Context: an optimization exercise on an open-source flow, tuned for small area, a short achievable clock period and few clock cycles per item. The choices shown serve that exercise and are no tape-out recipe.
Power and IR drop assume default switching activity.

==> flow/design.v <==
package hlfr_pkg;
   localparam int BUF_DEPTH_DEF = 256;
   localparam int OPCODE_W = 2;
   localparam int BYTE_W   = 8;
   localparam int INDEX_W  = 8;
   localparam int COUNT_W  = 9;
   localparam int EVENT_W  = 3;
   localparam logic [OPCODE_W-1:0] OP_BYTE    = 2'd0;
   localparam logic [OPCODE_W-1:0] OP_RELEASE = 2'd1;
   localparam logic [OPCODE_W-1:0] OP_READ    = 2'd2;
   localparam logic [EVENT_W-1:0] EV_STORED    = 3'd0;
   localparam logic [EVENT_W-1:0] EV_DROP_DONE = 3'd1;
   localparam logic [EVENT_W-1:0] EV_BAD_FIRST = 3'd2;
   localparam logic [EVENT_W-1:0] EV_BAD_SECND = 3'd3;
   localparam logic [EVENT_W-1:0] EV_OVERFLOW  = 3'd4;
   localparam logic [EVENT_W-1:0] EV_TOO_LONG  = 3'd5;
   localparam logic [EVENT_W-1:0] EV_COMPLETE  = 3'd6;
   localparam logic [EVENT_W-1:0] EV_OTHER_OP  = 3'd7;
   localparam logic [BYTE_W-1:0]  SYNC_FIRST   = 8'h5A;
   localparam logic [BYTE_W-1:0]  SYNC_SECOND  = 8'hA5;
   localparam logic [COUNT_W-1:0] HEADER_BYTES = 9'd3;
   typedef struct packed {
      logic                 frame_done;
      logic [COUNT_W-1:0]   byte_count;
      logic [EVENT_W-1:0]   event_code;
   } hlfr_status_type;
endpackage
import hlfr_pkg::*;
module hlfr_ctrl (
   input  logic                  clock,
   input  logic                  reset,
   input  logic                  accept,
   input  logic [OPCODE_W-1:0]   opcode,
   input  logic [BYTE_W-1:0]     rx_byte,
   output logic                  wr_en,
   output logic [7:0]            wr_pos,
   output hlfr_pkg::hlfr_status_type status
);
   logic [COUNT_W-1:0] count_ff, count_in;
   logic               done_ff, done_in;
   logic               hdr0_ff, hdr0_in;
   logic               hdr1_ff, hdr1_in;
   logic               hdr2_ff, hdr2_in;
   logic               last_ff, last_in;
   logic [7:0]         rem_ff, rem_in;
   logic [EVENT_W-1:0] event_code;
   logic               is_byte;
   assign is_byte = opcode == OP_BYTE;
   always_comb begin
      count_in   = count_ff;
      done_in    = done_ff;
      hdr0_in    = hdr0_ff;
      hdr1_in    = hdr1_ff;
      hdr2_in    = hdr2_ff;
      last_in    = last_ff;
      rem_in     = rem_ff;
      event_code = EV_OTHER_OP;
      case (opcode)
         OP_BYTE: begin
            if (done_ff) begin
               event_code = EV_DROP_DONE;
            end else if (hdr0_ff) begin
               if (rx_byte == SYNC_FIRST) begin
                  count_in   = 9'd1;
                  hdr0_in    = 1'b0;
                  hdr1_in    = 1'b1;
                  event_code = EV_STORED;
               end else begin
                  event_code = EV_BAD_FIRST;
               end
            end else if (hdr1_ff) begin
               hdr1_in = 1'b0;
               if (rx_byte == SYNC_SECOND) begin
                  count_in   = 9'd2;
                  hdr2_in    = 1'b1;
                  event_code = EV_STORED;
               end else begin
                  count_in   = 9'd0;
                  hdr0_in    = 1'b1;
                  event_code = EV_BAD_SECND;
               end
            end else if (hdr2_ff) begin
               hdr2_in = 1'b0;
               if (rx_byte > 8'd253) begin
                  count_in   = 9'd0;
                  hdr0_in    = 1'b1;
                  event_code = EV_TOO_LONG;
               end else if (rx_byte == 8'd0) begin
                  count_in   = 9'd3;
                  done_in    = 1'b1;
                  event_code = EV_COMPLETE;
               end else begin
                  count_in   = 9'd3;
                  rem_in     = rx_byte - 8'd1;
                  last_in    = rx_byte == 8'd1;
                  event_code = EV_STORED;
               end
            end else begin
               count_in = count_ff + 9'd1;
               if (last_ff) begin
                  done_in    = 1'b1;
                  event_code = EV_COMPLETE;
               end else begin
                  rem_in     = rem_ff - 8'd1;
                  last_in    = rem_ff == 8'd1;
                  event_code = EV_STORED;
               end
            end
         end
         OP_RELEASE: begin
            count_in = '0;
            done_in  = 1'b0;
            hdr0_in  = 1'b1;
            hdr1_in  = 1'b0;
            hdr2_in  = 1'b0;
         end
         default: begin
         end
      endcase
   end
   always_ff @(posedge clock) begin
      if (reset) begin
         count_ff <= '0;
         done_ff  <= 1'b0;
         hdr0_ff  <= 1'b1;
         hdr1_ff  <= 1'b0;
         hdr2_ff  <= 1'b0;
      end else if (accept) begin
         count_ff <= count_in;
         done_ff  <= done_in;
         hdr0_ff  <= hdr0_in;
         hdr1_ff  <= hdr1_in;
         hdr2_ff  <= hdr2_in;
      end
   end
   always_ff @(posedge clock) begin
      if (accept) begin
         rem_ff  <= rem_in;
         last_ff <= last_in;
      end
   end
   assign wr_en             = accept && is_byte && !done_ff;
   assign wr_pos            = count_ff[7:0];
   assign status.frame_done = done_in;
   assign status.byte_count = count_in;
   assign status.event_code = event_code;
endmodule
import hlfr_pkg::*;
module hlfr_store #(
   parameter int GRP = 64,
   localparam int NG = 256 / GRP,
   localparam int GW = $clog2(GRP)
) (
   input  logic              clock,
   input  logic              wr_en,
   input  logic [7:0]        wr_addr,
   input  logic [BYTE_W-1:0] wr_data,
   input  logic [GRP-1:0]    rd_lo_oh,
   output logic [NG-1:0][BYTE_W-1:0] grp_data
);
   logic [BYTE_W-1:0] mem [256];
   assign mem[0] = SYNC_FIRST;
   assign mem[1] = SYNC_SECOND;
   for (genvar i = 2; i < 256; i++) begin : g_row
      always_ff @(posedge clock) begin
         if (wr_en && wr_addr == 8'(i)) begin
            mem[i] <= wr_data;
         end
      end
   end
   for (genvar g = 0; g < NG; g++) begin : g_grp
      always_comb begin
         grp_data[g] = '0;
         for (int j = 0; j < GRP; j++) begin
            grp_data[g] = grp_data[g] | (mem[g * GRP + j] & {BYTE_W{rd_lo_oh[j]}});
         end
      end
   end
endmodule
import hlfr_pkg::*;
module header_length_frame_receiver_core
#(
   parameter int BUF_DEPTH = BUF_DEPTH_DEF
) (
   input  logic                clock,
   input  logic                reset,
   input  logic                req_valid,
   output logic                req_ready,
   input  logic [OPCODE_W-1:0] req_opcode,
   input  logic [BYTE_W-1:0]   req_rx_byte,
   input  logic [INDEX_W-1:0]  req_read_index,
   output logic                rsp_valid,
   input  logic                rsp_ready,
   output logic                rsp_frame_done,
   output logic [COUNT_W-1:0]  rsp_byte_count,
   output logic [BYTE_W-1:0]   rsp_read_data,
   output logic [EVENT_W-1:0]  rsp_event_code
);
   localparam int GRP = 128;
   localparam int NG  = 256 / GRP;
   localparam int GW  = $clog2(GRP);
   logic               advance;
   logic               accept;
   logic               wr_en;
   logic [7:0]         wr_pos;
   hlfr_pkg::hlfr_status_type status;
   logic [NG-1:0][BYTE_W-1:0] grp_data;
   logic               s1_valid_ff;
   hlfr_pkg::hlfr_status_type s1_stat_ff;
   logic               s1_rd_ff;
   logic [NG-1:0]      s1_hi_oh_ff;
   logic [NG-1:0][BYTE_W-1:0] s1_grp_ff;
   logic [BYTE_W-1:0]  s1_data;
   logic               rsp_valid_ff;
   hlfr_pkg::hlfr_status_type rsp_stat_ff;
   logic [BYTE_W-1:0]  rsp_data_ff;
   assign advance   = !rsp_valid_ff || rsp_ready;
   assign req_ready = advance;
   assign accept    = req_valid && advance;
   hlfr_ctrl u_ctrl (
      .clock  (clock),
      .reset  (reset),
      .accept (accept),
      .opcode (req_opcode),
      .rx_byte(req_rx_byte),
      .wr_en  (wr_en),
      .wr_pos (wr_pos),
      .status (status)
   );
   hlfr_store #(.GRP(GRP)) u_store (
      .clock   (clock),
      .wr_en   (wr_en),
      .wr_addr (wr_pos),
      .wr_data (req_rx_byte),
      .rd_lo_oh(GRP'(1) << req_read_index[GW-1:0]),
      .grp_data(grp_data)
   );
   always_comb begin
      s1_data = '0;
      for (int g = 0; g < NG; g++) begin
         s1_data = s1_data | (s1_grp_ff[g] & {BYTE_W{s1_hi_oh_ff[g]}});
      end
   end
   always_ff @(posedge clock) begin
      if (reset) begin
         s1_valid_ff  <= 1'b0;
         rsp_valid_ff <= 1'b0;
      end else if (advance) begin
         s1_valid_ff  <= req_valid;
         rsp_valid_ff <= s1_valid_ff;
      end
   end
   always_ff @(posedge clock) begin
      if (advance) begin
         s1_stat_ff  <= status;
         s1_rd_ff    <= req_opcode == OP_READ;
         s1_hi_oh_ff <= NG'(1) << req_read_index[7:GW];
         s1_grp_ff   <= grp_data;
         rsp_stat_ff <= s1_stat_ff;
         rsp_data_ff <= s1_rd_ff ? s1_data : '0;
      end
   end
   assign rsp_valid      = rsp_valid_ff;
   assign rsp_frame_done = rsp_stat_ff.frame_done;
   assign rsp_byte_count = rsp_stat_ff.byte_count;
   assign rsp_read_data  = rsp_data_ff;
   assign rsp_event_code = rsp_stat_ff.event_code;
endmodule
clock: 5.0 ns
lec_check: 0
cap_margin: 20
core_margin: 2
core_utilization: 40
cts_cluster_diameter: 60
cts_cluster_size: 24
setup_slack_margin: 2.5
slew_margin: 20
synth_hierarchical: 1
run.sh (not shown) runs the stock make flow with config.mk's settings and CLKGATE_MAP_FILE= SYNTH_SCRIPT=/design/flow/synth_recipe.tcl, a recipe that flattens the netlist after the stock synthesis.
The starting point finished clean.
Edit:
--- a/flow/design.v
+++ b/flow/design.v
@@ -195,9 +195,9 @@
    output logic [COUNT_W-1:0]  rsp_byte_count,
    output logic [BYTE_W-1:0]   rsp_read_data,
    output logic [EVENT_W-1:0]  rsp_event_code
 );
-   localparam int GRP = 128;
+   localparam int GRP = 32;
    localparam int NG  = 256 / GRP;
    localparam int GW  = $clog2(GRP);
    logic               advance;
    logic               accept;
After rerunning: The changed run completed without violations; flip-flop and latch count climbs by 54; maximum frequency climbs by 14%; routed wire length drops by 1.4%; sequential power climbs by about 4%; global-route usage drops by 1.1 points; setup slack gains 370 ps; clock skew drops by 16 ps; combinational power climbs by about 9%; power climbs by 2.4%; count of clock-buffer cells in the layout climbs by 1; critical path depth drops by 4; cell count drops by 1.0%.
No run of this note included a check of the RTL's function; only the layout flow was run.

-- port drivers added, routing unchanged --
How much do the figures lean on ideal ports? The routed layouts below were timed once more, with nothing changed but the port constraints.
Step 1 sets driving cells, clkbuf_16 on the clock port and buf_2 on the other inputs (assumed; they add their load-dependent delay and slew).
Step 2, shift: input delay + t, output delay - t, t = (earliest + latest rising clock arrival at the registers) / 2. This alone moves slack from input paths to output paths.
Slacks: ideal ports / drivers / drivers and shift; pairs: ideal ports / drivers.
run | shift t [ns] | setup slack, ns | latest minus earliest clock arrival (ns) | worst slew at a driven data input, ns
the first run | 0.897 | 2.077 / 2.083 / 1.186 | 0.062 / 0.062 | 0.16
the second run | 0.873 | 2.444 / 2.419 / 1.615 | 0.045 / 0.045 | 0.15
After both steps setup and hold are still met in every run listed. The setup slack of the first run, which loses most, moves by +0.006 ns with the drivers and by -0.891 ns with both steps.
